From an optimization exercise on the open Yosys and OpenROAD flow, aimed at small area; shortcuts taken in it are not production practice.
Only simulation tests tie the RTL to the original design; equivalence was not proved.

[design/flow/config.mk]
export PLATFORM = sky130hd
export DESIGN_NAME = sprite_quad_vertex_setup
export DESIGN_NICKNAME = sprite_quad_vertex_setup
export VERILOG_FILES = /design/flow/design.v
export SDC_FILE = /design/flow/constraint.sdc
export NUM_CORES = 4
export LEC_CHECK = 0
export CAP_MARGIN = 20
export CORE_MARGIN = 2
export CORE_UTILIZATION = 65
export CTS_BUF_LIST = sky130_fd_sc_hd__clkbuf_16
export CTS_CLUSTER_DIAMETER = 100
export CTS_CLUSTER_SIZE = 20
export PLACE_DENSITY = 0.75
export SLEW_MARGIN = 20
export SYNTH_HIERARCHICAL = 1
export SYNTH_MINIMUM_KEEP_SIZE = 0
[design/flow/constraint.sdc]
create_clock -name core_clock -period 11.0 [get_ports {clk}]
set_input_delay 2.2000 -clock core_clock [delete_from_list [all_inputs] [get_ports {clk}]]
set_output_delay 2.2000 -clock core_clock [all_outputs]
set_load 0.01 [all_outputs]
[design/flow/design.v]
package sqvs_pkg;
  localparam int unsigned AccW = 50;    
  localparam logic [20:0] PosMax = 21'h0FFFFF;
  localparam logic [20:0] PosMin = 21'h100000;
endpackage
module sqvs_xform (
  input  logic               clk,
  input  logic               p1, p2, p3, p4,
  input  logic               mirror,
  input  logic        [23:0] enc,   
  input  logic signed [31:0] ca,    
  input  logic signed [31:0] cb,    
  input  logic signed [31:0] ct,    
  output logic        [20:0] pos
);
  localparam int unsigned AW = sqvs_pkg::AccW;
  logic [AW-1:0] v_r, w_r, t_sum, s_sum, t_x, t_y;
  logic [23:0]   o_r, o2_r;
  function automatic logic [23:0] pre21(input logic [AW-1:0] x);
    logic ovp, ovn, corr;
    ovp  = ~x[AW-1] & (|x[AW-2:36]);
    ovn  =  x[AW-1] & ~(&x[AW-2:36]);
    corr =  x[AW-1] & (|x[15:0]);
    pre21 = {ovp, ovn, corr, x[36:16]};
  endfunction
  function automatic logic [AW-1:0] bk_add(input logic [AW-1:0] x, input logic [AW-1:0] y);
    logic [63:0] g, p, gg, pp;
    logic [AW-1:0] r;
    g = '0; p = '0;
    g[AW-1:0] = x & y;
    p[AW-1:0] = x ^ y;
    gg = g; pp = p;
    for (int l = 0; l < 6; l++)
      for (int i = 0; i < 64; i++)
        if (((i + 1) % (2 << l)) == 0) begin
          gg[i] = gg[i] | (pp[i] & gg[i - (1 << l)]);
          pp[i] = pp[i] & pp[i - (1 << l)];
        end
    for (int l = 4; l >= 0; l--)
      for (int i = 0; i < 64; i++)
        if (((i + 1) % (2 << l)) == (1 << l) && i >= (2 << l)) begin
          gg[i] = gg[i] | (pp[i] & gg[i - (1 << l)]);
          pp[i] = pp[i] & pp[i - (1 << l)];
        end
    r[0] = p[0];
    for (int i = 1; i < AW; i++) r[i] = p[i] ^ gg[i-1];
    bk_add = r;
  endfunction
  logic        [31:0] mc;
  logic [AW-1:0]      a1, a2;
  logic               cin;
  logic        [32:0] r0, r1, r2, r3, r4, r5, r6, r7;
  function automatic logic [32:0] bpp(input logic [2:0] e, input logic [31:0] m);
    logic [32:0] mag;
    mag = (e[0] ? {m[31], m} : 33'd0) | (e[1] ? {m, 1'b0} : 33'd0);
    bpp = mag ^ {33{e[2]}};
  endfunction
  always_comb begin
    mc  = (p1 | p3) ? ca : cb;
    a1  = p2 ? AW'(ct) : (p3 | p4) ? v_r : '0;
    cin = p3 & mirror;
    a2  = cin ? ~w_r : '0;
    r0 = bpp(enc[2:0], mc);
    r1 = bpp(enc[5:3], mc);
    r2 = bpp(enc[8:6], mc);
    r3 = bpp(enc[11:9], mc);
    r4 = bpp(enc[14:12], mc);
    r5 = bpp(enc[17:15], mc);
    r6 = bpp(enc[20:18], mc);
    r7 = bpp(enc[23:21], mc);
  end
  logic s1, c2, s3, c4, s5, c6, s7, c8, s9, c10, s11, c12, s13, c14, s15, c16;
  logic s17, c18, s19, c20, s21, c22, s23, c24, s25, c26, s27, c28, s29, c30, s31, c32;
  logic s33, c34, s35, c36, s37, c38, s39, c40, s41, c42, s43, c44, s45, c46, s47, c48;
  logic s49, c50, s51, c52, s53, c54, s55, c56, s57, c58, s59, c60, s61, c62, s63, c64;
  logic s65, c66, s67, c68, s69, c70, s71, c72, s73, c74, s75, c76, s77, c78, s79, c80;
  logic s81, c82, s83, c84, s85, c86, s87, c88, s89, c90, s91, c92, s93, c94, s95, c96;
  logic s97, c98, s99, c100, s101, c102, s103, c104, s105, c106, s107, c108, s109, c110, s111, c112;
  logic s113, c114, s115, c116, s117, c118, s119, c120, s121, c122, s123, c124, s125, c126, s127, c128;
  logic s129, c130, s131, c132, s133, c134, s135, c136, s137, c138, s139, c140, s141, c142, s143, c144;
  logic s145, c146, s147, c148, s149, c150, s151, c152, s153, c154, s155, c156, s157, c158, s159, c160;
  logic s161, c162, s163, c164, s165, c166, s167, c168, s169, c170, s171, c172, s173, c174, s175, c176;
  logic s177, c178, s179, c180, s181, c182, s183, c184, s185, c186, s187, c188, s189, c190, s191, c192;
  logic s193, c194, s195, c196, s197, c198, s199, c200, s201, c202, s203, c204, s205, c206, s207, c208;
  logic s209, c210, s211, c212, s213, c214, s215, c216, s217, c218, s219, c220, s221, c222, s223, c224;
  logic s225, c226, s227, c228, s229, c230, s231, c232, s233, c234, s235, c236, s237, c238, s239, c240;
  logic s241, c242, s243, c244, s245, c246, s247, c248, s249, c250, s251, c252, s253, c254, s255, c256;
  logic s257, c258, s259, c260, s261, c262, s263, c264, s265, c266, s267, c268, s269, c270, s271, c272;
  logic s273, c274, s275, c276, s277, c278, s279, c280, s281, c282, s283, c284, s285, c286, s287, c288;
  logic s289, c290, s291, c292, s293, c294, s295, c296, s297, c298, s299, c300, s301, c302, s303, c304;
  logic s305, c306, s307, c308, s309, c310, s311, c312, s313, c314, s315, c316, s317, c318, s319, c320;
  logic s321, c322, s323, c324, s325, c326, s327, c328, s329, c330, s331, c332, s333, c334, s335, c336;
  logic s337, c338, s339, c340, s341, c342, s343, c344, s345, c346, s347, c348, s349, c350, s351, c352;
  logic s353, c354, s355, c356, s357, c358, s359, c360, s361, c362, s363, c364, s365, c366, s367, c368;
  logic s369, c370, s371, c372, s373, c374, s375, c376, s377, c378, s379, c380, s381, c382, s383, c384;
  logic s385, c386, s387, c388, s389, c390, s391, c392, s393, c394, s395, c396, s397, c398, s399, c400;
  logic s401, c402, s403, c404, s405, c406, s407, c408, s409, c410, s411, c412, s413, c414, s415, c416;
  logic s417, c418, s419, c420, s421, c422, s423, c424, s425, c426, s427, c428, s429, c430, s431, c432;
  logic s433, c434, s435, c436, s437, c438, s439, c440, s441, c442, s443, c444, s445, c446, s447, c448;
  logic s449, c450, s451, c452, s453, c454, s455, c456, s457, c458, s459, c460, s461, c462, s463, c464;
  logic s465, c466, s467, c468, s469, c470, s471, c472, s473, c474, s475, c476, s477, c478, s479, c480;
  logic s481, c482, s483, c484, s485, c486, s487, c488, s489, c490, s491, c492, s493, c494, s495, c496;
  logic s497, c498, s499, c500, s501, c502, s503, c504, s505, c506, s507, c508, s509, c510, s511, c512;
  logic s513, c514, s515, c516, s517, c518, s519, c520, s521, c522, s523, c524, s525, c526, s527, c528;
  logic s529, c530, s531, c532, s533, c534, s535, c536, s537, c538, s539, c540, s541, c542, s543, c544;
  logic s545, c546, s547, c548, s549, c550, s551, c552, s553, c554, s555, c556, s557, c558, s559, c560;
  logic s561, c562, s563, c564, s565, c566, s567, c568, s569, c570, s571, c572, s573, c574, s575, c576;
  logic s577, c578, s579, c580, s581, c582, s583, c584, s585, c586, s587, c588, s589, c590, s591, c592;
  logic s593, c594, s595, c596, s597, c598, s599, c600, s601, c602, s603, c604, s605, c606, s607, c608;
  logic s609, c610, s611, c612, s613, c614, s615, c616, s617, c618, s619, c620, s621, c622, s623, c624;
  logic s625, c626, s627, c628, s629, c630, s631, c632, s633, c634, s635, c636, s637, c638, s639, c640;
  logic s641, c642, s643, c644, s645, c646, s647, c648, s649, c650, s651, c652, s653, c654, s655, c656;
  logic s657, c658, s659, c660, s661, c662, s663, c664;
  sqvs_ha u_s1 (.a(r0[12]), .b(r1[10]), .s(s1), .co(c2));
  sqvs_ha u_s3 (.a(r0[13]), .b(r1[11]), .s(s3), .co(c4));
  sqvs_fa u_s5 (.a(r0[14]), .b(r1[12]), .c(r2[10]), .s(s5), .co(c6));
  sqvs_ha u_s7 (.a(r3[8]), .b(r4[6]), .s(s7), .co(c8));
  sqvs_fa u_s9 (.a(r0[15]), .b(r1[13]), .c(r2[11]), .s(s9), .co(c10));
  sqvs_ha u_s11 (.a(r3[9]), .b(r4[7]), .s(s11), .co(c12));
  sqvs_fa u_s13 (.a(r0[16]), .b(r1[14]), .c(r2[12]), .s(s13), .co(c14));
  sqvs_ha u_s15 (.a(r3[10]), .b(r4[8]), .s(s15), .co(c16));
  sqvs_fa u_s17 (.a(r0[17]), .b(r1[15]), .c(r2[13]), .s(s17), .co(c18));
  sqvs_ha u_s19 (.a(r3[11]), .b(r4[9]), .s(s19), .co(c20));
  sqvs_fa u_s21 (.a(r0[18]), .b(r1[16]), .c(r2[14]), .s(s21), .co(c22));
  sqvs_ha u_s23 (.a(r3[12]), .b(r4[10]), .s(s23), .co(c24));
  sqvs_fa u_s25 (.a(r0[19]), .b(r1[17]), .c(r2[15]), .s(s25), .co(c26));
  sqvs_ha u_s27 (.a(r3[13]), .b(r4[11]), .s(s27), .co(c28));
  sqvs_fa u_s29 (.a(r0[20]), .b(r1[18]), .c(r2[16]), .s(s29), .co(c30));
  sqvs_ha u_s31 (.a(r3[14]), .b(r4[12]), .s(s31), .co(c32));
  sqvs_fa u_s33 (.a(r0[21]), .b(r1[19]), .c(r2[17]), .s(s33), .co(c34));
  sqvs_ha u_s35 (.a(r3[15]), .b(r4[13]), .s(s35), .co(c36));
  sqvs_fa u_s37 (.a(r0[22]), .b(r1[20]), .c(r2[18]), .s(s37), .co(c38));
  sqvs_ha u_s39 (.a(r3[16]), .b(r4[14]), .s(s39), .co(c40));
  sqvs_fa u_s41 (.a(r0[23]), .b(r1[21]), .c(r2[19]), .s(s41), .co(c42));
  sqvs_ha u_s43 (.a(r3[17]), .b(r4[15]), .s(s43), .co(c44));
  sqvs_fa u_s45 (.a(r0[24]), .b(r1[22]), .c(r2[20]), .s(s45), .co(c46));
  sqvs_ha u_s47 (.a(r3[18]), .b(r4[16]), .s(s47), .co(c48));
  sqvs_fa u_s49 (.a(r0[25]), .b(r1[23]), .c(r2[21]), .s(s49), .co(c50));
  sqvs_ha u_s51 (.a(r3[19]), .b(r4[17]), .s(s51), .co(c52));
  sqvs_fa u_s53 (.a(r0[26]), .b(r1[24]), .c(r2[22]), .s(s53), .co(c54));
  sqvs_ha u_s55 (.a(r3[20]), .b(r4[18]), .s(s55), .co(c56));
  sqvs_fa u_s57 (.a(r0[27]), .b(r1[25]), .c(r2[23]), .s(s57), .co(c58));
  sqvs_ha u_s59 (.a(r3[21]), .b(r4[19]), .s(s59), .co(c60));
  sqvs_fa u_s61 (.a(r0[28]), .b(r1[26]), .c(r2[24]), .s(s61), .co(c62));
  sqvs_ha u_s63 (.a(r3[22]), .b(r4[20]), .s(s63), .co(c64));
  sqvs_fa u_s65 (.a(r0[29]), .b(r1[27]), .c(r2[25]), .s(s65), .co(c66));
  sqvs_ha u_s67 (.a(r3[23]), .b(r4[21]), .s(s67), .co(c68));
  sqvs_fa u_s69 (.a(r0[30]), .b(r1[28]), .c(r2[26]), .s(s69), .co(c70));
  sqvs_ha u_s71 (.a(r3[24]), .b(r4[22]), .s(s71), .co(c72));
  sqvs_fa u_s73 (.a(r0[31]), .b(r1[29]), .c(r2[27]), .s(s73), .co(c74));
  sqvs_ha u_s75 (.a(r3[25]), .b(r4[23]), .s(s75), .co(c76));
  sqvs_fa u_s77 (.a(r0[32]), .b(r1[30]), .c(r2[28]), .s(s77), .co(c78));
  sqvs_ha u_s79 (.a(r3[26]), .b(r4[24]), .s(s79), .co(c80));
  sqvs_fa u_s81 (.a(~r0[32]), .b(r1[31]), .c(r2[29]), .s(s81), .co(c82));
  sqvs_fa u_s83 (.a(r3[27]), .b(r4[25]), .c(r5[23]), .s(s83), .co(c84));
  sqvs_fa u_s85 (.a(r1[32]), .b(r2[30]), .c(r3[28]), .s(s85), .co(c86));
  sqvs_ha u_s87 (.a(r4[26]), .b(r5[24]), .s(s87), .co(c88));
  sqvs_fa u_s89 (.a(~r1[32]), .b(r2[31]), .c(r3[29]), .s(s89), .co(c90));
  sqvs_ha u_s91 (.a(r2[32]), .b(r3[30]), .s(s91), .co(c92));
  sqvs_ha u_s93 (.a(r0[6]), .b(r1[4]), .s(s93), .co(c94));
  sqvs_ha u_s95 (.a(r0[7]), .b(r1[5]), .s(s95), .co(c96));
  sqvs_fa u_s97 (.a(r0[8]), .b(r1[6]), .c(r2[4]), .s(s97), .co(c98));
  sqvs_ha u_s99 (.a(r3[2]), .b(r4[0]), .s(s99), .co(c100));
  sqvs_fa u_s101 (.a(r0[9]), .b(r1[7]), .c(r2[5]), .s(s101), .co(c102));
  sqvs_ha u_s103 (.a(r3[3]), .b(r4[1]), .s(s103), .co(c104));
  sqvs_fa u_s105 (.a(r0[10]), .b(r1[8]), .c(r2[6]), .s(s105), .co(c106));
  sqvs_fa u_s107 (.a(r3[4]), .b(r4[2]), .c(r5[0]), .s(s107), .co(c108));
  sqvs_ha u_s109 (.a(enc[17]), .b(a1[10]), .s(s109), .co(c110));
  sqvs_fa u_s111 (.a(r0[11]), .b(r1[9]), .c(r2[7]), .s(s111), .co(c112));
  sqvs_fa u_s113 (.a(r3[5]), .b(r4[3]), .c(r5[1]), .s(s113), .co(c114));
  sqvs_ha u_s115 (.a(a1[11]), .b(a2[11]), .s(s115), .co(c116));
  sqvs_fa u_s117 (.a(r2[8]), .b(r3[6]), .c(r4[4]), .s(s117), .co(c118));
  sqvs_fa u_s119 (.a(r5[2]), .b(r6[0]), .c(enc[20]), .s(s119), .co(c120));
  sqvs_fa u_s121 (.a(a1[12]), .b(a2[12]), .c(s1), .s(s121), .co(c122));
  sqvs_fa u_s123 (.a(r2[9]), .b(r3[7]), .c(r4[5]), .s(s123), .co(c124));
  sqvs_fa u_s125 (.a(r5[3]), .b(r6[1]), .c(a1[13]), .s(s125), .co(c126));
  sqvs_fa u_s127 (.a(a2[13]), .b(c2), .c(s3), .s(s127), .co(c128));
  sqvs_fa u_s129 (.a(r5[4]), .b(r6[2]), .c(r7[0]), .s(s129), .co(c130));
  sqvs_fa u_s131 (.a(enc[23]), .b(a1[14]), .c(a2[14]), .s(s131), .co(c132));
  sqvs_fa u_s133 (.a(c4), .b(s5), .c(s7), .s(s133), .co(c134));
  sqvs_fa u_s135 (.a(r5[5]), .b(r6[3]), .c(r7[1]), .s(s135), .co(c136));
  sqvs_fa u_s137 (.a(a1[15]), .b(a2[15]), .c(c6), .s(s137), .co(c138));
  sqvs_fa u_s139 (.a(c8), .b(s9), .c(s11), .s(s139), .co(c140));
  sqvs_fa u_s141 (.a(r5[6]), .b(r6[4]), .c(r7[2]), .s(s141), .co(c142));
  sqvs_fa u_s143 (.a(a1[16]), .b(a2[16]), .c(c10), .s(s143), .co(c144));
  sqvs_fa u_s145 (.a(c12), .b(s13), .c(s15), .s(s145), .co(c146));
  sqvs_fa u_s147 (.a(r5[7]), .b(r6[5]), .c(r7[3]), .s(s147), .co(c148));
  sqvs_fa u_s149 (.a(a1[17]), .b(a2[17]), .c(c14), .s(s149), .co(c150));
  sqvs_fa u_s151 (.a(c16), .b(s17), .c(s19), .s(s151), .co(c152));
  sqvs_fa u_s153 (.a(r5[8]), .b(r6[6]), .c(r7[4]), .s(s153), .co(c154));
  sqvs_fa u_s155 (.a(a1[18]), .b(a2[18]), .c(c18), .s(s155), .co(c156));
  sqvs_fa u_s157 (.a(c20), .b(s21), .c(s23), .s(s157), .co(c158));
  sqvs_fa u_s159 (.a(r5[9]), .b(r6[7]), .c(r7[5]), .s(s159), .co(c160));
  sqvs_fa u_s161 (.a(a1[19]), .b(a2[19]), .c(c22), .s(s161), .co(c162));
  sqvs_fa u_s163 (.a(c24), .b(s25), .c(s27), .s(s163), .co(c164));
  sqvs_fa u_s165 (.a(r5[10]), .b(r6[8]), .c(r7[6]), .s(s165), .co(c166));
  sqvs_fa u_s167 (.a(a1[20]), .b(a2[20]), .c(c26), .s(s167), .co(c168));
  sqvs_fa u_s169 (.a(c28), .b(s29), .c(s31), .s(s169), .co(c170));
  sqvs_fa u_s171 (.a(r5[11]), .b(r6[9]), .c(r7[7]), .s(s171), .co(c172));
  sqvs_fa u_s173 (.a(a1[21]), .b(a2[21]), .c(c30), .s(s173), .co(c174));
  sqvs_fa u_s175 (.a(c32), .b(s33), .c(s35), .s(s175), .co(c176));
  sqvs_fa u_s177 (.a(r5[12]), .b(r6[10]), .c(r7[8]), .s(s177), .co(c178));
  sqvs_fa u_s179 (.a(a1[22]), .b(a2[22]), .c(c34), .s(s179), .co(c180));
  sqvs_fa u_s181 (.a(c36), .b(s37), .c(s39), .s(s181), .co(c182));
  sqvs_fa u_s183 (.a(r5[13]), .b(r6[11]), .c(r7[9]), .s(s183), .co(c184));
  sqvs_fa u_s185 (.a(a1[23]), .b(a2[23]), .c(c38), .s(s185), .co(c186));
  sqvs_fa u_s187 (.a(c40), .b(s41), .c(s43), .s(s187), .co(c188));
  sqvs_fa u_s189 (.a(r5[14]), .b(r6[12]), .c(r7[10]), .s(s189), .co(c190));
  sqvs_fa u_s191 (.a(a1[24]), .b(a2[24]), .c(c42), .s(s191), .co(c192));
  sqvs_fa u_s193 (.a(c44), .b(s45), .c(s47), .s(s193), .co(c194));
  sqvs_fa u_s195 (.a(r5[15]), .b(r6[13]), .c(r7[11]), .s(s195), .co(c196));
  sqvs_fa u_s197 (.a(a1[25]), .b(a2[25]), .c(c46), .s(s197), .co(c198));
  sqvs_fa u_s199 (.a(c48), .b(s49), .c(s51), .s(s199), .co(c200));
  sqvs_fa u_s201 (.a(r5[16]), .b(r6[14]), .c(r7[12]), .s(s201), .co(c202));
  sqvs_fa u_s203 (.a(a1[26]), .b(a2[26]), .c(c50), .s(s203), .co(c204));
  sqvs_fa u_s205 (.a(c52), .b(s53), .c(s55), .s(s205), .co(c206));
  sqvs_fa u_s207 (.a(r5[17]), .b(r6[15]), .c(r7[13]), .s(s207), .co(c208));
  sqvs_fa u_s209 (.a(a1[27]), .b(a2[27]), .c(c54), .s(s209), .co(c210));
  sqvs_fa u_s211 (.a(c56), .b(s57), .c(s59), .s(s211), .co(c212));
  sqvs_fa u_s213 (.a(r5[18]), .b(r6[16]), .c(r7[14]), .s(s213), .co(c214));
  sqvs_fa u_s215 (.a(a1[28]), .b(a2[28]), .c(c58), .s(s215), .co(c216));
  sqvs_fa u_s217 (.a(c60), .b(s61), .c(s63), .s(s217), .co(c218));
  sqvs_fa u_s219 (.a(r5[19]), .b(r6[17]), .c(r7[15]), .s(s219), .co(c220));
  sqvs_fa u_s221 (.a(a1[29]), .b(a2[29]), .c(c62), .s(s221), .co(c222));
  sqvs_fa u_s223 (.a(c64), .b(s65), .c(s67), .s(s223), .co(c224));
  sqvs_fa u_s225 (.a(r5[20]), .b(r6[18]), .c(r7[16]), .s(s225), .co(c226));
  sqvs_fa u_s227 (.a(a1[30]), .b(a2[30]), .c(c66), .s(s227), .co(c228));
  sqvs_fa u_s229 (.a(c68), .b(s69), .c(s71), .s(s229), .co(c230));
  sqvs_fa u_s231 (.a(r5[21]), .b(r6[19]), .c(r7[17]), .s(s231), .co(c232));
  sqvs_fa u_s233 (.a(a1[31]), .b(a2[31]), .c(c70), .s(s233), .co(c234));
  sqvs_fa u_s235 (.a(c72), .b(s73), .c(s75), .s(s235), .co(c236));
  sqvs_fa u_s237 (.a(r5[22]), .b(r6[20]), .c(r7[18]), .s(s237), .co(c238));
  sqvs_fa u_s239 (.a(a1[32]), .b(a2[32]), .c(c74), .s(s239), .co(c240));
  sqvs_fa u_s241 (.a(c76), .b(s77), .c(s79), .s(s241), .co(c242));
  sqvs_fa u_s243 (.a(r6[21]), .b(r7[19]), .c(a1[33]), .s(s243), .co(c244));
  sqvs_fa u_s245 (.a(a2[33]), .b(1'b1), .c(c78), .s(s245), .co(c246));
  sqvs_fa u_s247 (.a(c80), .b(s81), .c(s83), .s(s247), .co(c248));
  sqvs_fa u_s249 (.a(r6[22]), .b(r7[20]), .c(a1[34]), .s(s249), .co(c250));
  sqvs_fa u_s251 (.a(a2[34]), .b(1'b1), .c(c82), .s(s251), .co(c252));
  sqvs_fa u_s253 (.a(c84), .b(s85), .c(s87), .s(s253), .co(c254));
  sqvs_fa u_s255 (.a(r4[27]), .b(r5[25]), .c(r6[23]), .s(s255), .co(c256));
  sqvs_fa u_s257 (.a(r7[21]), .b(a1[35]), .c(a2[35]), .s(s257), .co(c258));
  sqvs_fa u_s259 (.a(c86), .b(c88), .c(s89), .s(s259), .co(c260));
  sqvs_fa u_s261 (.a(r4[28]), .b(r5[26]), .c(r6[24]), .s(s261), .co(c262));
  sqvs_fa u_s263 (.a(r7[22]), .b(a1[36]), .c(a2[36]), .s(s263), .co(c264));
  sqvs_fa u_s265 (.a(1'b1), .b(c90), .c(s91), .s(s265), .co(c266));
  sqvs_fa u_s267 (.a(~r2[32]), .b(r3[31]), .c(r4[29]), .s(s267), .co(c268));
  sqvs_fa u_s269 (.a(r5[27]), .b(r6[25]), .c(r7[23]), .s(s269), .co(c270));
  sqvs_fa u_s271 (.a(a1[37]), .b(a2[37]), .c(c92), .s(s271), .co(c272));
  sqvs_fa u_s273 (.a(r3[32]), .b(r4[30]), .c(r5[28]), .s(s273), .co(c274));
  sqvs_fa u_s275 (.a(r6[26]), .b(r7[24]), .c(a1[38]), .s(s275), .co(c276));
  sqvs_ha u_s277 (.a(a2[38]), .b(1'b1), .s(s277), .co(c278));
  sqvs_fa u_s279 (.a(~r3[32]), .b(r4[31]), .c(r5[29]), .s(s279), .co(c280));
  sqvs_fa u_s281 (.a(r6[27]), .b(r7[25]), .c(a1[39]), .s(s281), .co(c282));
  sqvs_fa u_s283 (.a(r4[32]), .b(r5[30]), .c(r6[28]), .s(s283), .co(c284));
  sqvs_ha u_s285 (.a(r7[26]), .b(a1[40]), .s(s285), .co(c286));
  sqvs_fa u_s287 (.a(~r4[32]), .b(r5[31]), .c(r6[29]), .s(s287), .co(c288));
  sqvs_ha u_s289 (.a(r5[32]), .b(r6[30]), .s(s289), .co(c290));
  sqvs_ha u_s291 (.a(r0[0]), .b(enc[2]), .s(s291), .co(c292));
  sqvs_ha u_s293 (.a(r0[2]), .b(r1[0]), .s(s293), .co(c294));
  sqvs_ha u_s295 (.a(r0[3]), .b(r1[1]), .s(s295), .co(c296));
  sqvs_fa u_s297 (.a(r0[4]), .b(r1[2]), .c(r2[0]), .s(s297), .co(c298));
  sqvs_ha u_s299 (.a(enc[8]), .b(a1[4]), .s(s299), .co(c300));
  sqvs_fa u_s301 (.a(r0[5]), .b(r1[3]), .c(r2[1]), .s(s301), .co(c302));
  sqvs_ha u_s303 (.a(a1[5]), .b(a2[5]), .s(s303), .co(c304));
  sqvs_fa u_s305 (.a(r2[2]), .b(r3[0]), .c(enc[11]), .s(s305), .co(c306));
  sqvs_fa u_s307 (.a(a1[6]), .b(a2[6]), .c(s93), .s(s307), .co(c308));
  sqvs_fa u_s309 (.a(r2[3]), .b(r3[1]), .c(a1[7]), .s(s309), .co(c310));
  sqvs_fa u_s311 (.a(a2[7]), .b(c94), .c(s95), .s(s311), .co(c312));
  sqvs_fa u_s313 (.a(enc[14]), .b(a1[8]), .c(a2[8]), .s(s313), .co(c314));
  sqvs_fa u_s315 (.a(c96), .b(s97), .c(s99), .s(s315), .co(c316));
  sqvs_fa u_s317 (.a(a1[9]), .b(a2[9]), .c(c98), .s(s317), .co(c318));
  sqvs_fa u_s319 (.a(c100), .b(s101), .c(s103), .s(s319), .co(c320));
  sqvs_fa u_s321 (.a(a2[10]), .b(c102), .c(c104), .s(s321), .co(c322));
  sqvs_fa u_s323 (.a(s105), .b(s107), .c(s109), .s(s323), .co(c324));
  sqvs_fa u_s325 (.a(c106), .b(c108), .c(c110), .s(s325), .co(c326));
  sqvs_fa u_s327 (.a(s111), .b(s113), .c(s115), .s(s327), .co(c328));
  sqvs_fa u_s329 (.a(c112), .b(c114), .c(c116), .s(s329), .co(c330));
  sqvs_fa u_s331 (.a(s117), .b(s119), .c(s121), .s(s331), .co(c332));
  sqvs_fa u_s333 (.a(c118), .b(c120), .c(c122), .s(s333), .co(c334));
  sqvs_fa u_s335 (.a(s123), .b(s125), .c(s127), .s(s335), .co(c336));
  sqvs_fa u_s337 (.a(c124), .b(c126), .c(c128), .s(s337), .co(c338));
  sqvs_fa u_s339 (.a(s129), .b(s131), .c(s133), .s(s339), .co(c340));
  sqvs_fa u_s341 (.a(c130), .b(c132), .c(c134), .s(s341), .co(c342));
  sqvs_fa u_s343 (.a(s135), .b(s137), .c(s139), .s(s343), .co(c344));
  sqvs_fa u_s345 (.a(c136), .b(c138), .c(c140), .s(s345), .co(c346));
  sqvs_fa u_s347 (.a(s141), .b(s143), .c(s145), .s(s347), .co(c348));
  sqvs_fa u_s349 (.a(c142), .b(c144), .c(c146), .s(s349), .co(c350));
  sqvs_fa u_s351 (.a(s147), .b(s149), .c(s151), .s(s351), .co(c352));
  sqvs_fa u_s353 (.a(c148), .b(c150), .c(c152), .s(s353), .co(c354));
  sqvs_fa u_s355 (.a(s153), .b(s155), .c(s157), .s(s355), .co(c356));
  sqvs_fa u_s357 (.a(c154), .b(c156), .c(c158), .s(s357), .co(c358));
  sqvs_fa u_s359 (.a(s159), .b(s161), .c(s163), .s(s359), .co(c360));
  sqvs_fa u_s361 (.a(c160), .b(c162), .c(c164), .s(s361), .co(c362));
  sqvs_fa u_s363 (.a(s165), .b(s167), .c(s169), .s(s363), .co(c364));
  sqvs_fa u_s365 (.a(c166), .b(c168), .c(c170), .s(s365), .co(c366));
  sqvs_fa u_s367 (.a(s171), .b(s173), .c(s175), .s(s367), .co(c368));
  sqvs_fa u_s369 (.a(c172), .b(c174), .c(c176), .s(s369), .co(c370));
  sqvs_fa u_s371 (.a(s177), .b(s179), .c(s181), .s(s371), .co(c372));
  sqvs_fa u_s373 (.a(c178), .b(c180), .c(c182), .s(s373), .co(c374));
  sqvs_fa u_s375 (.a(s183), .b(s185), .c(s187), .s(s375), .co(c376));
  sqvs_fa u_s377 (.a(c184), .b(c186), .c(c188), .s(s377), .co(c378));
  sqvs_fa u_s379 (.a(s189), .b(s191), .c(s193), .s(s379), .co(c380));
  sqvs_fa u_s381 (.a(c190), .b(c192), .c(c194), .s(s381), .co(c382));
  sqvs_fa u_s383 (.a(s195), .b(s197), .c(s199), .s(s383), .co(c384));
  sqvs_fa u_s385 (.a(c196), .b(c198), .c(c200), .s(s385), .co(c386));
  sqvs_fa u_s387 (.a(s201), .b(s203), .c(s205), .s(s387), .co(c388));
  sqvs_fa u_s389 (.a(c202), .b(c204), .c(c206), .s(s389), .co(c390));
  sqvs_fa u_s391 (.a(s207), .b(s209), .c(s211), .s(s391), .co(c392));
  sqvs_fa u_s393 (.a(c208), .b(c210), .c(c212), .s(s393), .co(c394));
  sqvs_fa u_s395 (.a(s213), .b(s215), .c(s217), .s(s395), .co(c396));
  sqvs_fa u_s397 (.a(c214), .b(c216), .c(c218), .s(s397), .co(c398));
  sqvs_fa u_s399 (.a(s219), .b(s221), .c(s223), .s(s399), .co(c400));
  sqvs_fa u_s401 (.a(c220), .b(c222), .c(c224), .s(s401), .co(c402));
  sqvs_fa u_s403 (.a(s225), .b(s227), .c(s229), .s(s403), .co(c404));
  sqvs_fa u_s405 (.a(c226), .b(c228), .c(c230), .s(s405), .co(c406));
  sqvs_fa u_s407 (.a(s231), .b(s233), .c(s235), .s(s407), .co(c408));
  sqvs_fa u_s409 (.a(c232), .b(c234), .c(c236), .s(s409), .co(c410));
  sqvs_fa u_s411 (.a(s237), .b(s239), .c(s241), .s(s411), .co(c412));
  sqvs_fa u_s413 (.a(c238), .b(c240), .c(c242), .s(s413), .co(c414));
  sqvs_fa u_s415 (.a(s243), .b(s245), .c(s247), .s(s415), .co(c416));
  sqvs_fa u_s417 (.a(c244), .b(c246), .c(c248), .s(s417), .co(c418));
  sqvs_fa u_s419 (.a(s249), .b(s251), .c(s253), .s(s419), .co(c420));
  sqvs_fa u_s421 (.a(c250), .b(c252), .c(c254), .s(s421), .co(c422));
  sqvs_fa u_s423 (.a(s255), .b(s257), .c(s259), .s(s423), .co(c424));
  sqvs_fa u_s425 (.a(c256), .b(c258), .c(c260), .s(s425), .co(c426));
  sqvs_fa u_s427 (.a(s261), .b(s263), .c(s265), .s(s427), .co(c428));
  sqvs_fa u_s429 (.a(c262), .b(c264), .c(c266), .s(s429), .co(c430));
  sqvs_fa u_s431 (.a(s267), .b(s269), .c(s271), .s(s431), .co(c432));
  sqvs_fa u_s433 (.a(c268), .b(c270), .c(c272), .s(s433), .co(c434));
  sqvs_fa u_s435 (.a(s273), .b(s275), .c(s277), .s(s435), .co(c436));
  sqvs_fa u_s437 (.a(a2[39]), .b(c274), .c(c276), .s(s437), .co(c438));
  sqvs_fa u_s439 (.a(c278), .b(s279), .c(s281), .s(s439), .co(c440));
  sqvs_fa u_s441 (.a(a2[40]), .b(1'b1), .c(c280), .s(s441), .co(c442));
  sqvs_fa u_s443 (.a(c282), .b(s283), .c(s285), .s(s443), .co(c444));
  sqvs_fa u_s445 (.a(r7[27]), .b(a1[41]), .c(a2[41]), .s(s445), .co(c446));
  sqvs_fa u_s447 (.a(c284), .b(c286), .c(s287), .s(s447), .co(c448));
  sqvs_fa u_s449 (.a(r7[28]), .b(a1[42]), .c(a2[42]), .s(s449), .co(c450));
  sqvs_fa u_s451 (.a(1'b1), .b(c288), .c(s289), .s(s451), .co(c452));
  sqvs_fa u_s453 (.a(~r5[32]), .b(r6[31]), .c(r7[29]), .s(s453), .co(c454));
  sqvs_fa u_s455 (.a(a1[43]), .b(a2[43]), .c(c290), .s(s455), .co(c456));
  sqvs_fa u_s457 (.a(r6[32]), .b(r7[30]), .c(a1[44]), .s(s457), .co(c458));
  sqvs_ha u_s459 (.a(a2[44]), .b(1'b1), .s(s459), .co(c460));
  sqvs_fa u_s461 (.a(~r6[32]), .b(r7[31]), .c(a1[45]), .s(s461), .co(c462));
  sqvs_ha u_s463 (.a(r7[32]), .b(a1[46]), .s(s463), .co(c464));
  sqvs_ha u_s465 (.a(a1[0]), .b(a2[0]), .s(s465), .co(c466));
  sqvs_fa u_s467 (.a(r0[1]), .b(a1[1]), .c(a2[1]), .s(s467), .co(c468));
  sqvs_fa u_s469 (.a(enc[5]), .b(a1[2]), .c(a2[2]), .s(s469), .co(c470));
  sqvs_fa u_s471 (.a(a1[3]), .b(a2[3]), .c(c294), .s(s471), .co(c472));
  sqvs_fa u_s473 (.a(a2[4]), .b(c296), .c(s297), .s(s473), .co(c474));
  sqvs_fa u_s475 (.a(c298), .b(c300), .c(s301), .s(s475), .co(c476));
  sqvs_fa u_s477 (.a(c302), .b(c304), .c(s305), .s(s477), .co(c478));
  sqvs_fa u_s479 (.a(c306), .b(c308), .c(s309), .s(s479), .co(c480));
  sqvs_fa u_s481 (.a(c310), .b(c312), .c(s313), .s(s481), .co(c482));
  sqvs_fa u_s483 (.a(c314), .b(c316), .c(s317), .s(s483), .co(c484));
  sqvs_fa u_s485 (.a(c318), .b(c320), .c(s321), .s(s485), .co(c486));
  sqvs_fa u_s487 (.a(c322), .b(c324), .c(s325), .s(s487), .co(c488));
  sqvs_fa u_s489 (.a(c326), .b(c328), .c(s329), .s(s489), .co(c490));
  sqvs_fa u_s491 (.a(c330), .b(c332), .c(s333), .s(s491), .co(c492));
  sqvs_fa u_s493 (.a(c334), .b(c336), .c(s337), .s(s493), .co(c494));
  sqvs_fa u_s495 (.a(c338), .b(c340), .c(s341), .s(s495), .co(c496));
  sqvs_fa u_s497 (.a(c342), .b(c344), .c(s345), .s(s497), .co(c498));
  sqvs_fa u_s499 (.a(c346), .b(c348), .c(s349), .s(s499), .co(c500));
  sqvs_fa u_s501 (.a(c350), .b(c352), .c(s353), .s(s501), .co(c502));
  sqvs_fa u_s503 (.a(c354), .b(c356), .c(s357), .s(s503), .co(c504));
  sqvs_fa u_s505 (.a(c358), .b(c360), .c(s361), .s(s505), .co(c506));
  sqvs_fa u_s507 (.a(c362), .b(c364), .c(s365), .s(s507), .co(c508));
  sqvs_fa u_s509 (.a(c366), .b(c368), .c(s369), .s(s509), .co(c510));
  sqvs_fa u_s511 (.a(c370), .b(c372), .c(s373), .s(s511), .co(c512));
  sqvs_fa u_s513 (.a(c374), .b(c376), .c(s377), .s(s513), .co(c514));
  sqvs_fa u_s515 (.a(c378), .b(c380), .c(s381), .s(s515), .co(c516));
  sqvs_fa u_s517 (.a(c382), .b(c384), .c(s385), .s(s517), .co(c518));
  sqvs_fa u_s519 (.a(c386), .b(c388), .c(s389), .s(s519), .co(c520));
  sqvs_fa u_s521 (.a(c390), .b(c392), .c(s393), .s(s521), .co(c522));
  sqvs_fa u_s523 (.a(c394), .b(c396), .c(s397), .s(s523), .co(c524));
  sqvs_fa u_s525 (.a(c398), .b(c400), .c(s401), .s(s525), .co(c526));
  sqvs_fa u_s527 (.a(c402), .b(c404), .c(s405), .s(s527), .co(c528));
  sqvs_fa u_s529 (.a(c406), .b(c408), .c(s409), .s(s529), .co(c530));
  sqvs_fa u_s531 (.a(c410), .b(c412), .c(s413), .s(s531), .co(c532));
  sqvs_fa u_s533 (.a(c414), .b(c416), .c(s417), .s(s533), .co(c534));
  sqvs_fa u_s535 (.a(c418), .b(c420), .c(s421), .s(s535), .co(c536));
  sqvs_fa u_s537 (.a(c422), .b(c424), .c(s425), .s(s537), .co(c538));
  sqvs_fa u_s539 (.a(c426), .b(c428), .c(s429), .s(s539), .co(c540));
  sqvs_fa u_s541 (.a(c430), .b(c432), .c(s433), .s(s541), .co(c542));
  sqvs_fa u_s543 (.a(c434), .b(c436), .c(s437), .s(s543), .co(c544));
  sqvs_fa u_s545 (.a(c438), .b(c440), .c(s441), .s(s545), .co(c546));
  sqvs_fa u_s547 (.a(c442), .b(c444), .c(s445), .s(s547), .co(c548));
  sqvs_fa u_s549 (.a(c446), .b(c448), .c(s449), .s(s549), .co(c550));
  sqvs_fa u_s551 (.a(c450), .b(c452), .c(s453), .s(s551), .co(c552));
  sqvs_fa u_s553 (.a(c454), .b(c456), .c(s457), .s(s553), .co(c554));
  sqvs_fa u_s555 (.a(a2[45]), .b(c458), .c(c460), .s(s555), .co(c556));
  sqvs_fa u_s557 (.a(a2[46]), .b(1'b1), .c(c462), .s(s557), .co(c558));
  sqvs_fa u_s559 (.a(~r7[32]), .b(a1[47]), .c(a2[47]), .s(s559), .co(c560));
  sqvs_ha u_s561 (.a(a1[48]), .b(a2[48]), .s(s561), .co(c562));
  sqvs_ha u_s563 (.a(a1[49]), .b(a2[49]), .s(s563), .co(c564));
  sqvs_ha u_s565 (.a(cin), .b(s291), .s(s565), .co(c566));
  sqvs_fa u_s567 (.a(c292), .b(c466), .c(s467), .s(s567), .co(c568));
  sqvs_fa u_s569 (.a(s293), .b(c468), .c(s469), .s(s569), .co(c570));
  sqvs_fa u_s571 (.a(s295), .b(c470), .c(s471), .s(s571), .co(c572));
  sqvs_fa u_s573 (.a(s299), .b(c472), .c(s473), .s(s573), .co(c574));
  sqvs_fa u_s575 (.a(s303), .b(c474), .c(s475), .s(s575), .co(c576));
  sqvs_fa u_s577 (.a(s307), .b(c476), .c(s477), .s(s577), .co(c578));
  sqvs_fa u_s579 (.a(s311), .b(c478), .c(s479), .s(s579), .co(c580));
  sqvs_fa u_s581 (.a(s315), .b(c480), .c(s481), .s(s581), .co(c582));
  sqvs_fa u_s583 (.a(s319), .b(c482), .c(s483), .s(s583), .co(c584));
  sqvs_fa u_s585 (.a(s323), .b(c484), .c(s485), .s(s585), .co(c586));
  sqvs_fa u_s587 (.a(s327), .b(c486), .c(s487), .s(s587), .co(c588));
  sqvs_fa u_s589 (.a(s331), .b(c488), .c(s489), .s(s589), .co(c590));
  sqvs_fa u_s591 (.a(s335), .b(c490), .c(s491), .s(s591), .co(c592));
  sqvs_fa u_s593 (.a(s339), .b(c492), .c(s493), .s(s593), .co(c594));
  sqvs_fa u_s595 (.a(s343), .b(c494), .c(s495), .s(s595), .co(c596));
  sqvs_fa u_s597 (.a(s347), .b(c496), .c(s497), .s(s597), .co(c598));
  sqvs_fa u_s599 (.a(s351), .b(c498), .c(s499), .s(s599), .co(c600));
  sqvs_fa u_s601 (.a(s355), .b(c500), .c(s501), .s(s601), .co(c602));
  sqvs_fa u_s603 (.a(s359), .b(c502), .c(s503), .s(s603), .co(c604));
  sqvs_fa u_s605 (.a(s363), .b(c504), .c(s505), .s(s605), .co(c606));
  sqvs_fa u_s607 (.a(s367), .b(c506), .c(s507), .s(s607), .co(c608));
  sqvs_fa u_s609 (.a(s371), .b(c508), .c(s509), .s(s609), .co(c610));
  sqvs_fa u_s611 (.a(s375), .b(c510), .c(s511), .s(s611), .co(c612));
  sqvs_fa u_s613 (.a(s379), .b(c512), .c(s513), .s(s613), .co(c614));
  sqvs_fa u_s615 (.a(s383), .b(c514), .c(s515), .s(s615), .co(c616));
  sqvs_fa u_s617 (.a(s387), .b(c516), .c(s517), .s(s617), .co(c618));
  sqvs_fa u_s619 (.a(s391), .b(c518), .c(s519), .s(s619), .co(c620));
  sqvs_fa u_s621 (.a(s395), .b(c520), .c(s521), .s(s621), .co(c622));
  sqvs_fa u_s623 (.a(s399), .b(c522), .c(s523), .s(s623), .co(c624));
  sqvs_fa u_s625 (.a(s403), .b(c524), .c(s525), .s(s625), .co(c626));
  sqvs_fa u_s627 (.a(s407), .b(c526), .c(s527), .s(s627), .co(c628));
  sqvs_fa u_s629 (.a(s411), .b(c528), .c(s529), .s(s629), .co(c630));
  sqvs_fa u_s631 (.a(s415), .b(c530), .c(s531), .s(s631), .co(c632));
  sqvs_fa u_s633 (.a(s419), .b(c532), .c(s533), .s(s633), .co(c634));
  sqvs_fa u_s635 (.a(s423), .b(c534), .c(s535), .s(s635), .co(c636));
  sqvs_fa u_s637 (.a(s427), .b(c536), .c(s537), .s(s637), .co(c638));
  sqvs_fa u_s639 (.a(s431), .b(c538), .c(s539), .s(s639), .co(c640));
  sqvs_fa u_s641 (.a(s435), .b(c540), .c(s541), .s(s641), .co(c642));
  sqvs_fa u_s643 (.a(s439), .b(c542), .c(s543), .s(s643), .co(c644));
  sqvs_fa u_s645 (.a(s443), .b(c544), .c(s545), .s(s645), .co(c646));
  sqvs_fa u_s647 (.a(s447), .b(c546), .c(s547), .s(s647), .co(c648));
  sqvs_fa u_s649 (.a(s451), .b(c548), .c(s549), .s(s649), .co(c650));
  sqvs_fa u_s651 (.a(s455), .b(c550), .c(s551), .s(s651), .co(c652));
  sqvs_fa u_s653 (.a(s459), .b(c552), .c(s553), .s(s653), .co(c654));
  sqvs_fa u_s655 (.a(s461), .b(c554), .c(s555), .s(s655), .co(c656));
  sqvs_fa u_s657 (.a(s463), .b(c556), .c(s557), .s(s657), .co(c658));
  sqvs_fa u_s659 (.a(c464), .b(c558), .c(s559), .s(s659), .co(c660));
  sqvs_fa u_s661 (.a(1'b1), .b(c560), .c(s561), .s(s661), .co(c662));
  sqvs_fa u_s663 (.a(1'b1), .b(c562), .c(s563), .s(s663), .co(c664));
  assign t_x = {c662, c660, c658, c656, c654, c652, c650, c648, c646, c644, c642, c640, c638, c636, c634, c632, c630, c628, c626, c624, c622, c620, c618, c616, c614, c612, c610, c608, c606, c604, c602, c600, c598, c596, c594, c592, c590, c588, c586, c584, c582, c580, c578, c576, c574, c572, c570, c568, c566, s465};
  assign t_y = {s663, s661, s659, s657, s655, s653, s651, s649, s647, s645, s643, s641, s639, s637, s635, s633, s631, s629, s627, s625, s623, s621, s619, s617, s615, s613, s611, s609, s607, s605, s603, s601, s599, s597, s595, s593, s591, s589, s587, s585, s583, s581, s579, s577, s575, s573, s571, s569, s567, s565};
  always_comb begin
    t_sum = bk_add(t_x, t_y);
    s_sum = bk_add(v_r, w_r);
  end
  always_ff @(posedge clk) begin
    v_r <= t_sum;
    if (p1) w_r <= t_sum;
    o_r  <= p3 ? pre21(t_sum) : p4 ? pre21(s_sum) : o2_r;
    o2_r <= p4 ? pre21(t_sum) : pre21(s_sum);
  end
  always_comb begin
    if (o_r[23])      pos = sqvs_pkg::PosMax;
    else if (o_r[22]) pos = sqvs_pkg::PosMin;
    else              pos = o_r[20:0] + 21'(o_r[21]);
  end
endmodule
module sqvs_fa (input logic a, b, c, output logic s, co);
  assign s  = a ^ b ^ c;
  assign co = (a & b) | (c & (a ^ b));
endmodule
module sqvs_ha (input logic a, b, output logic s, co);
  assign s  = a ^ b;
  assign co = a & b;
endmodule
module sqvs_div (
  input  logic        clk,
  input  logic        start,      
  input  logic [12:0] r0,         
  input  logic        b1,         
  input  logic [12:0] d,          
  output logic [16:0] q           
);
  logic [12:0] r_r;
  logic [13:0] q_r;
  function automatic logic [13:0] step(input logic [12:0] r, input logic b, input logic [12:0] dd);
    logic [13:0] t;
    t = {r, b};
    if (t >= {1'b0, dd}) step = {1'b1, 13'(t - {1'b0, dd})};
    else                 step = {1'b0, t[12:0]};
  endfunction
  logic [13:0] s1, s2, s3, s4, s5;
  logic [12:0] r4;
  always_comb begin
    s1 = step(r_r, 1'b0, d);
    s2 = step(s1[12:0], 1'b0, d);
    s3 = step(s2[12:0], 1'b0, d);
    s5 = step(r0, b1, d);
    r4 = start ? s5[12:0] : s3[12:0];
    s4 = step(r4, start, d);
    q  = {q_r, s1[13], s2[13], s3[13]};
  end
  always_ff @(posedge clk) begin
    r_r <= s4[12:0];
    q_r <= {q_r[9:0], s1[13], s2[13], start ? s5[13] : s3[13], s4[13]};
  end
endmodule
module sprite_quad_vertex_setup (
  input  logic               clk,
  input  logic               rst_n,
  input  logic               start,
  output logic               busy,
  input  logic               in_func,
  input  logic [11:0]        in_src_x,
  input  logic [11:0]        in_src_y,
  input  logic [12:0]        in_src_w,
  input  logic [12:0]        in_src_h,
  input  logic signed [15:0] in_dst_x,
  input  logic signed [15:0] in_dst_y,
  input  logic signed [15:0] in_dst_w,
  input  logic signed [15:0] in_dst_h,
  input  logic [31:0]        in_color_rgba,
  input  logic               cfg_valid,
  output logic               cfg_ready,
  input  logic [2:0]         cfg_index,
  input  logic [31:0]        cfg_data,
  output logic               out_strobe,
  output logic [1:0]         out_corner,
  output logic signed [20:0] out_screen_x,
  output logic signed [20:0] out_screen_y,
  output logic signed [17:0] out_tex_s,
  output logic signed [17:0] out_tex_t,
  output logic [7:0]         out_red,
  output logic [7:0]         out_green,
  output logic [7:0]         out_blue,
  output logic [7:0]         out_alpha,
  output logic               out_last
);
  logic signed [31:0] mat_xx_r, mat_xy_r, mat_yx_r, mat_yy_r, trans_x_r, trans_y_r;
  logic [12:0]        atlas_w_r, atlas_h_r;
  logic [12:0]        cfg_atlas;
  assign cfg_ready = 1'b1;
  assign cfg_atlas = (cfg_data[12:0] == 13'd0) ? 13'd1 : cfg_data[12:0];
  logic [7:0]  cfg_we;
  logic [31:0] cd_z, cd_m;      
  logic [12:0] cd_a;            
  always_comb begin
    for (int i = 0; i < 8; i++) cfg_we[i] = ~rst_n | (cfg_valid & (cfg_index == 3'(i)));
    cd_z = rst_n ? cfg_data : 32'd0;
    cd_m = rst_n ? cfg_data : 32'd65536;
    cd_a = rst_n ? cfg_atlas : 13'd1024;
  end
  always_ff @(posedge clk) begin
    if (cfg_we[0]) mat_xx_r  <= cd_m;
    if (cfg_we[1]) mat_xy_r  <= cd_z;
    if (cfg_we[2]) mat_yx_r  <= cd_z;
    if (cfg_we[3]) mat_yy_r  <= cd_m;
    if (cfg_we[4]) trans_x_r <= cd_z;
    if (cfg_we[5]) trans_y_r <= cd_z;
    if (cfg_we[6]) atlas_w_r <= cd_a;
    if (cfg_we[7]) atlas_h_r <= cd_a;
  end
  logic       accept;
  logic [8:1] p;
  assign busy   = p[1] | p[2] | p[3];
  assign accept = start & ~busy;
  always_ff @(posedge clk) begin
    if (!rst_n) p <= '0;
    else        p <= {p[7:1], accept};
  end
  logic               mir_r;
  logic signed [15:0] opq1_r, opq2_r, opq3_r, opq4_r;
  logic        [23:0] enc_r;
  logic [31:0]        col_r, col_o;
  logic [3:0]         sat_r;
  logic [1:0]         neg_r;
  logic [13:0] us, ut;
  logic        neg_s, neg_t;
  logic [13:0] vs, vt;
  logic [12:0] r0_sl, r0_sr, r0_tt, r0_tb;
  assign us    = 14'(in_src_x) + 14'(in_src_w);
  assign ut    = 14'(in_src_y) + 14'(in_src_h);
  assign neg_s = (us == 14'd0);
  assign neg_t = (ut == 14'd0);
  assign vs    = neg_s ? 14'd0 : us - 14'd1;
  assign vt    = neg_t ? 14'd0 : ut - 14'd1;
  assign r0_sl = 13'(in_src_x[11:1]);
  assign r0_tt = 13'(in_src_y[11:1]);
  assign r0_sr = vs[13:1];
  assign r0_tb = vt[13:1];
  logic [7:0] pm_in, pm;
  assign pm_in = p[1] ? col_r[31:24] : p[2] ? col_r[23:16] : col_r[15:8];
  assign pm    = 8'((16'(pm_in) * 16'(col_r[7:0])) >> 8);
  always_ff @(posedge clk) begin
    if (accept) begin
      mir_r <= in_func;
      sat_r <= {r0_sl >= atlas_w_r, r0_sr >= atlas_w_r, r0_tt >= atlas_h_r, r0_tb >= atlas_h_r};
      neg_r <= {neg_s, neg_t};
    end
    if (accept)    col_r        <= in_color_rgba;
    else if (p[1]) col_r[31:24] <= pm;
    else if (p[2]) col_r[23:16] <= pm;
    else if (p[3]) col_r[15:8]  <= pm;
  end
  function automatic logic [23:0] booth_enc(input logic [15:0] x, input logic flip);
    for (int i = 0; i < 8; i++) begin
      logic xm, x0, x1;
      xm = (i == 0) ? 1'b0 : x[2*i-1];
      x0 = x[2*i];
      x1 = x[2*i+1];
      booth_enc[3*i]   = x0 ^ xm;
      booth_enc[3*i+1] = (x1 & ~x0 & ~xm) | (~x1 & x0 & xm);
      booth_enc[3*i+2] = x1 ^ flip;
    end
  endfunction
  always_ff @(posedge clk) begin
    enc_r  <= booth_enc(opq1_r, p[1] & mir_r);
    opq1_r <= accept ? in_dst_w : opq2_r;
    opq2_r <= accept ? in_dst_y : opq3_r;
    opq3_r <= accept ? in_dst_x : opq4_r;
    opq4_r <= in_dst_h;
  end
  logic [16:0] q_sl, q_sr, q_tt, q_tb;
  sqvs_div u_div_sl (.clk, .start(accept), .r0(r0_sl), .b1(in_src_x[0]), .d(atlas_w_r), .q(q_sl));
  sqvs_div u_div_sr (.clk, .start(accept), .r0(r0_sr), .b1(vs[0]),       .d(atlas_w_r), .q(q_sr));
  sqvs_div u_div_tt (.clk, .start(accept), .r0(r0_tt), .b1(in_src_y[0]), .d(atlas_h_r), .q(q_tt));
  sqvs_div u_div_tb (.clk, .start(accept), .r0(r0_tb), .b1(vt[0]),       .d(atlas_h_r), .q(q_tb));
  logic [16:0] h_s0, h_s1, h_tt, h_tb;
  logic [1:0]  hneg;
  always_ff @(posedge clk) begin
    h_s0 <= p[4] ? (q_sl | {17{sat_r[3]}}) : h_s1;
    h_s1 <= p[4] ? (q_sr | {17{sat_r[2]}}) : h_s0;
    if (p[4]) begin
      h_tt  <= q_tt | {17{sat_r[1]}};
      h_tb  <= q_tb | {17{sat_r[0]}};
      hneg  <= neg_r;
      col_o <= col_r;
    end
  end
  logic [20:0] pos_x, pos_y;
  sqvs_xform u_xf_x (.clk, .p1(p[2]), .p2(p[3]), .p3(p[4]), .p4(p[5]), .mirror(mir_r),
                     .enc(enc_r),
                     .ca(mat_xx_r), .cb(mat_yx_r), .ct(trans_x_r), .pos(pos_x));
  sqvs_xform u_xf_y (.clk, .p1(p[2]), .p2(p[3]), .p3(p[4]), .p4(p[5]), .mirror(mir_r),
                     .enc(enc_r),
                     .ca(mat_xy_r), .cb(mat_yy_r), .ct(trans_y_r), .pos(pos_y));
  logic k0, k1;
  logic [17:0] s_sel, t_sel;
  logic        s_neg, t_neg;
  assign k0 = p[6] | p[8];
  assign k1 = p[7] | p[8];
  assign s_sel = {1'b0, h_s0};
  assign s_neg = k0 & hneg[1];
  assign t_sel = {1'b0, k1 ? h_tt : h_tb};
  assign t_neg = ~k1 & hneg[0];
  assign out_strobe   = p[5] | p[6] | p[7] | p[8];
  assign out_corner   = {k1, k0};
  assign out_last     = p[8];
  assign out_screen_x = pos_x;
  assign out_screen_y = pos_y;
  assign out_tex_s    = s_neg ? -s_sel : s_sel;
  assign out_tex_t    = t_neg ? -t_sel : t_sel;
  assign out_red      = col_o[31:24];
  assign out_green    = col_o[23:16];
  assign out_blue     = col_o[15:8];
  assign out_alpha    = col_o[7:0];
endmodule
[design/flow/flow/run.sh]
#!/bin/bash
# The standard layout (standard.sh), with one change: the port buffers that
# global placement adds to every input and output are buf_1 cells instead of the
# default delay buffer. The full make output goes to layout.log in the work folder.
set -euo pipefail
bash standard.sh "BUFFER_PORTS_ARGS=-buffer_cell sky130_fd_sc_hd__buf_1" finish > layout.log 2>&1
[design/flow/standard.sh]
#!/bin/bash
# synth_recipe.tcl (not shown) runs the flow's synth.tcl, then flattens the netlist and writes it again
# the make line also repeats each setting of config.mk as NAME=value (left out here)
make -C /OpenROAD-flow-scripts/flow DESIGN_CONFIG=/design/flow/config.mk WORK_HOME=/design/flow/orfs CLKGATE_MAP_FILE= SYNTH_SCRIPT=/design/flow/synth_recipe.tcl "${@:-finish}"
==> results.toml, run 1 <==
[run_status]
status = "complete, no violations"

[sta]
finalSetupViolCount = 0
fin_crit_ps = 10460
skew_ps = 32.9
whs_ps = 342
worst_slew_pin_slew_ps = 1190
fin_tns_setup_ps = 0
slew_headroom_pct = 20.4
slew_violations = 0
fin_crit_sh_pct = 95.1
timing.fmax_mhz = 95.6
hold_viol = 0

[grt]
grt_pass1_vias = 63700
grt_pass1_wl_mm = 372
antenna_found_initial = 12
overflow = 0
grt_max_degree = 71
grtUsageTotal_pct = 38.2

[route]
first_pass_iters = 8
wl_per_cell_um = 25.3
drc = 0
drtAntennaViolNets = 0
num_vias = 63500
first_iter_violations = 6606
totalWireLength_mm = 243
via_per_inst = 6.60

[clock_tree]
hold_buffers = 0
tritoncts = "done"
clock_sinks = 859
cts_buffer_depth = 3
clkLatencyLatePin_ps = 710
cts.clk_slew.worst_paths_ps = 100
root_buffer = "clkbuf_16"
htreeDepth = 2
cts-buffers-inserted = 52

[worst_setup_path]
critPathRequiredTime_ps = 11580
worst_setup_path_end_kind = "flip-flop"
crit_family = "compound AO/OA/AOI/OAI gates"
start_kind = "flip-flop"
cp-startpoint = "atlas_w_r[11]"
critPathBufInv = 3
max_stage_delay_ps = 660
crit_top_cell = "a21oi_1"
worstSetupPathType = "reg2reg"
crit_fanout = 20
r2r_start = "atlas_w_r[11]"
cpMaxStageDelayCell = "a2111o_2"
arrival_ps = 11030

[place]
port_buffers = 300
hpwlAfterDp_mm = 182
place_congestion = 0.976

[min_path]
min_path_type = "reg2reg"
hold_start = "u_div_tb.q_r[9]"

[floorplan]
io_pins = 302
fp.dieH_um = 354
rows = 128
core_sq_um = 122000
die_area_sq_um = 126000
die_w_um = 354
start_util_pct = 65.5

[synthesis]
synthCells = 7845
synth_top_area_share_pct = 18.2
synthesis.area_sq_um = 79800
synth_edf_count = 425
yosys-top-cells-area = "fa_1 18%, edfxtp_1 16%, dfxtp_1 11%"
post-synth-top-area-cell = "fa_1"
ys.flop_type = "dfxtp_1"
async_flop_share_pct = 0
avgSynthCellArea_sq_um = 10.2
synth_seq_cells = 859
synth_warnings = 9
seq_area_frac_synth_pct = 26.9
ys_types = 100

[cells_and_area]
drive_gt1_share_pct = 6.71
syn_to_final_growth_pct = 5.64
nNetsFinal = 9510

[run]
max_cap_violations = 0
-- modules after synthesis, one instance, submodules excluded --
module / flip-flops and latches / cell area (sq um) / times used / cells
sqvs_div: 27 / 4200 / 4 / 524
sqvs_xform: 148 / 14900 / 2 / 1708
sqvs_ha: 0 / 12.5 / 86 / 1
sprite_quad_vertex_setup: 455 / 20600 / 1 / 1669
sqvs_fa: 0 / 20.0 / 578 / 1
-- final cells by class --
cell class	count	area [sq um]
well taps	1625	2030
repair buffers	427	2120
diodes	2	5.00
flip-flops and latches	859	21500
multi-input cells	6204	55500
clock inverters	42	218
inverters	414	1560
fillers	9372	37600
clock buffers	53	1330
-- path summary, 6_finish.rpt --
kind                                    endpoint  slack (ps)  cells past startpoint
worst max-delay path             u_div_sr.r_r[9]         540                     36
worst min-delay path            u_div_tb.q_r[13]         340                      0
worst max register to register   u_div_sr.r_r[9]         540                     36
worst min register to register  u_div_tb.q_r[13]         340                      0
-- worst reg2reg max path: cells and delay by family, from the launching register on --
kind / cells / cell delay [ps]
muxes: 2 / 710
buffers and inverters: 3 / 670
adders and majority gates: 4 / 1510
and+or+nand+nor: 5 / 1000
DFF: 1 / 500
AOI/OAI and AO/OA: 22 / 5950
-- sequential cells by signal (all words and copies together), names as in the netlist, 17 cells and up --
register and count:
u_xf_x.v_r 50, u_xf_y.v_r 50, h_tb 17, u_xf_y.w_r 50
mat_xy_r 32, u_xf_x.w_r 50, h_s1 17, u_xf_y.o2_r 24
enc_r 24, u_xf_x.o2_r 24, u_xf_y.o_r 24, mat_yy_r 32
trans_x_r 32, h_tt 17, h_s0 17, u_xf_x.o_r 24
mat_xx_r 32, mat_yx_r 32, trans_y_r 32, col_r 32
col_o 32
-- layout by cell type (no fill, tap or decap), types with 113 or more instances in the layout --
master,netlist,layout
xor2_1,195,195
xnor2_1,726,726
o21ai_0,225,219
a22oi_1,496,496
dfxtp_1,434,406
a21o_1,193,193
fa_1,727,727
mux2_2,147,147
edfxtp_1,425,425
buf_1,25,299
inv_1,401,433
ha_1,639,639
buf_4,5,125
a21oi_1,330,327
nor2_1,438,436
nand2_1,568,565
nor3_1,113,113
-- what timing repair did --
item | CTS | global route
resized for setup | 0 | 18
setup buffers | 0 | 11
setup endpoints to repair | 0 | 56
-- logic make-up (layout without fill, tap and decap cells) --
family          after synthesis  after routing  share of synthesized area [%]
buf+inv                     813            936                           3.92
other cells                   4             37                         0.0188
mux                         264            264                           3.75
fa+ha+maj                  1366           1366                           28.3
compound gates             1841           1841                           16.3
xor+xnor                    921            921                           10.1
simple gates               1777           1777                           10.8
flops                       859            859                           26.9
-- through the flow --
stage | utilization [%] | setup WS (ps) | instance area, sq um | cells
3_3_place_gp | 67.7 | 461 | 82500 | 9516
4_1_cts | 69.0 | 252 | 84100 | 9611
3_5_place_dp | 67.7 | 307 | 82500 | 9516
2_1_floorplan | - | 1020 | 79900 | 7876
6_report | 69.2 | 544 | 84300 | 9626
5_1_grt | 69.2 | -27.8 | 84300 | 9625
-- routing by layer --
| layer | track usage (%) | up-vias | wire length, um |
|---|---|---|---|
| met5 | 0 | - | 13 |
| met4 | 15.4 | 2 | 10900 |
| met3 | 7.00 | 679 | 23600 |
| met2 | 61.3 | 3518 | 112000 |
| met1 | 51.3 | 31200 | 96700 |
| li1 | - | 28100 | - |
-- synth_stat cells, types with 98 or more instances --
library cell,instances
a22oi_1,496
clkbuf_1,345
fa_1,727
dfxtp_1,434
nor2_1,438
o21ai_0,225
edfxtp_1,425
nor3_1,113
mux2_2,147
ha_1,639
nand3_1,98
inv_1,401
xor2_1,195
a21o_1,193
a21oi_1,330
xnor2_1,726
nand2_1,568
==> inputs of run 2 (changes only) <==
--- a/design/flow/config.mk
+++ b/design/flow/config.mk
@@ -7,11 +7,11 @@
 export LEC_CHECK = 0
 export CAP_MARGIN = 20
 export CORE_MARGIN = 2
-export CORE_UTILIZATION = 65
+export CORE_UTILIZATION = 70
 export CTS_BUF_LIST = sky130_fd_sc_hd__clkbuf_16
 export CTS_CLUSTER_DIAMETER = 100
 export CTS_CLUSTER_SIZE = 20
-export PLACE_DENSITY = 0.75
+export PLACE_DENSITY = 0.8
 export SLEW_MARGIN = 20
 export SYNTH_HIERARCHICAL = 1
 export SYNTH_MINIMUM_KEEP_SIZE = 0
==> run 2 against run 1 <==
Effect of this change:
- hold slack worse by 20 ps
- synthesized cell count unchanged
- count of clock-buffer cells in the layout up 3
- register-to-register slack about the same
- cell area down 0.21%
- fmax about the same
- sequential share of layout area up 0.059 points
- final cell count down 1.4%
- area after synthesis unchanged
- utilization up 5.4 points
- largest cell class unchanged
==> results.toml, run 2 <==
[run_status]
status = "complete, no violations"

[worst_setup_path]
worst_setup_path_end_kind = "flip-flop"
worstSetupPathType = "reg2reg"
max_stage_delay_ps = 670
reg2regPathDepth = 38
arrival_ps = 11050
cp_num_cells = 38
start_kind = "flip-flop"
cpMaxStageDelayCell = "a2111o_2"
crit_top_cell = "a21oi_1"
crit_family = "compound AO/OA/AOI/OAI gates"
critPathRequiredTime_ps = 11610
crit_fanout = 20
critPathBufInv = 3

[run]
max_cap_violations = 0

[sta]
hold_viol = 0
finalWorstSetupSlack_ps = 554
whs_ps = 322
worst_slew_pin_slew_ps = 1230
skew_ps = 54.2
rsz0062_at_grt = "no"
fin_crit_sh_pct = 95.0
finalSetupViolCount = 0
timing.fmax_mhz = 95.7
fin_crit_ps = 10450
slew_headroom_pct = 17.3
slew_violations = 0
fin_tns_setup_ps = 0

[synthesis]
seq_area_frac_synth_pct = 26.9
synth_commonest_cells = "727 x fa_1, 726 x xnor2_1, 639 x ha_1, 568 x nand2_1, 496 x a22oi_1"
synth_top_area_share_pct = 18.2
synth_warnings = 9
yosys-top-cells-area = "fa_1 18%, edfxtp_1 16%, dfxtp_1 11%"
synth_edf_count = 425
async_flop_share_pct = 0
ys_types = 100
synthCells = 7845
synth_most_common_cell = "fa_1"
synthesis.area_sq_um = 79800
synth_seq_cells = 859
avgSynthCellArea_sq_um = 10.2
ys.flop_type = "dfxtp_1"
post-synth-top-area-cell = "fa_1"

[grt]
grt_max_degree = 67
overflow = 0
grt_pass1_wl_mm = 369
grtUsageTotal_pct = 40.7
grt_pass1_vias = 65200
antenna_found_initial = 13

[floorplan]
core_sq_um = 113000
start_util_pct = 70.7
die_area_sq_um = 117000
die_w_um = 342
rows = 123
io_pins = 302
fp.dieH_um = 342

[clock_tree]
cts.clk_slew.worst_paths_ps = 90
cts_buffer_depth = 3
root_buffer = "clkbuf_16"
htreeDepth = 2
cts-buffers-inserted = 53
clock_sinks = 859
clkLatencyLatePin_ps = 720
hold_buffers = 0
tritoncts = "done"

[place]
hpwlAfterDp_mm = 180
place_congestion = 1.02
placedInstanceArea_sq_um = 82300
port_buffers = 300
dp_slack_ps = 309

[min_path]
whs_path_depth = 0
min_path_type = "reg2reg"

[route]
wl_per_cell_um = 25.5
drtAntennaViolNets = 0
drc = 0
first_iter_violations = 7867
totalWireLength_mm = 242
num_vias = 64700
first_pass_iters = 10
via_per_inst = 6.82

[cells_and_area]
final_cell_area_sq_um = 84100
layout.cells.most_common = "fa_1"
drive_gt1_share_pct = 6.60
syn_to_final_growth_pct = 5.42
nNetsFinal = 9494
final_cell_mix = "727 x fa_1, 726 x xnor2_1, 639 x ha_1, 565 x nand2_1, 496 x a22oi_1"
final.fill_count = 7970
[run 2: cell types whose count changed in the layout (fill, tap and decap cells not counted), sizes merged]
cell and delta:
buf -17, clkbuf +3, clkinv +1, inv -1
[run 2: per-stage QoR]
step / utilization, % / instances
global route: 74.6 / 9485
finish: 74.6 / 9487
CTS: 74.4 / 9479
global placement: 73.0 / 9381
detailed placement: 73.0 / 9381
floorplan: - / 7876
[run 2: timing repair]
item,4_1_cts,5_1_grt
setup endpoints to repair,0,56
resized for setup,0,14
setup buffers,0,4
[run 2: worst paths after layout]
kind | startpoint | endpoint | slack [ps]
min reg2reg | u_div_tb.q_r[9] | u_div_tb.q_r[13] | 320
min | u_div_tb.q_r[9] | u_div_tb.q_r[13] | 320
max | atlas_w_r[11] | u_div_sr.r_r[10] | 550
max reg2reg | atlas_w_r[11] | u_div_sr.r_r[10] | 550
[run 2: layout make-up]
type	count	area, sq um	share of cell area [%]
Sequential cell	859	21500	25.6
Tap cell	1500	1880	2.23
Multi-Input combinational cell	6204	55500	66.0
Timing Repair Buffer	410	2020	2.40
Antenna cell	2	5.00	0.00595
Clock buffer	56	1400	1.67
Inverter	414	1560	1.85
Clock inverter	42	234	0.278
[run 2: metal layers]
layer | share of wire (%) | track usage, %
met1 | 38 | 53.1
met2 | 46 | 64.8
met3 | 11 | 9.07
met4 | 5.4 | 19.2
met5 | 0.041 | 0.204
[run 2: logic make-up (layout without fill, tap and decap cells)]
family	count (synthesis)	after routing	share of synthesized area [%]
compound gates	1841	1841	16.3
xor+xnor	921	921	10.1
fa+ha+maj	1366	1366	28.3
buf+inv	813	922	3.92
flops	859	859	26.9
mux	264	264	3.75
other cells	4	37	0.0188
simple gates	1777	1777	10.8
[run 2: Yosys stat by module, one instance, submodules excluded]
module | cells inside | flip-flops and latches | cell area, sq um
sprite_quad_vertex_setup | 1669 | 455 | 20600
sqvs_xform | 1708 | 148 | 14900
sqvs_div | 524 | 27 | 4200
sqvs_fa | 1 | 0 | 20.0
sqvs_ha | 1 | 0 | 12.5

## separate check: timing with driven ports
The flow's constraints put no driver on any port. The routed layouts listed below were extracted and timed again, unchanged, in two steps.
Step 1 sets driving cells, clkbuf_16 on the clock port and buf_2 on the other inputs (assumed; they add their load-dependent delay and slew).
Step 2 times the ports against the registers' clock, not the clock port: input delays grow and output delays shrink by t, the midpoint of the rising clock arrivals with the driver on.
Slacks: no drivers / after step 1 / after step 2; pairs: no drivers / after step 1.
| run | shift t [ns] | setup slack, ns | hold slack, ns | slew at the worst register clock pin (ns) | cell pins on the clock port's net |
|---|---|---|---|---|---|
| run 1 | 0.764 | 0.544 / 0.544 / 0.282 | 0.342 / 0.342 / 0.342 | 0.10 / 0.10 | 1 |
| run 2 | 0.779 | 0.554 / 0.554 / 0.268 | 0.322 / 0.322 / 0.322 | 0.09 / 0.09 | 1 |
After both steps every run listed still meets setup and hold. The setup slack of run 2, which loses most, moves by 0.000 ns with the drivers and by -0.286 ns with both steps.
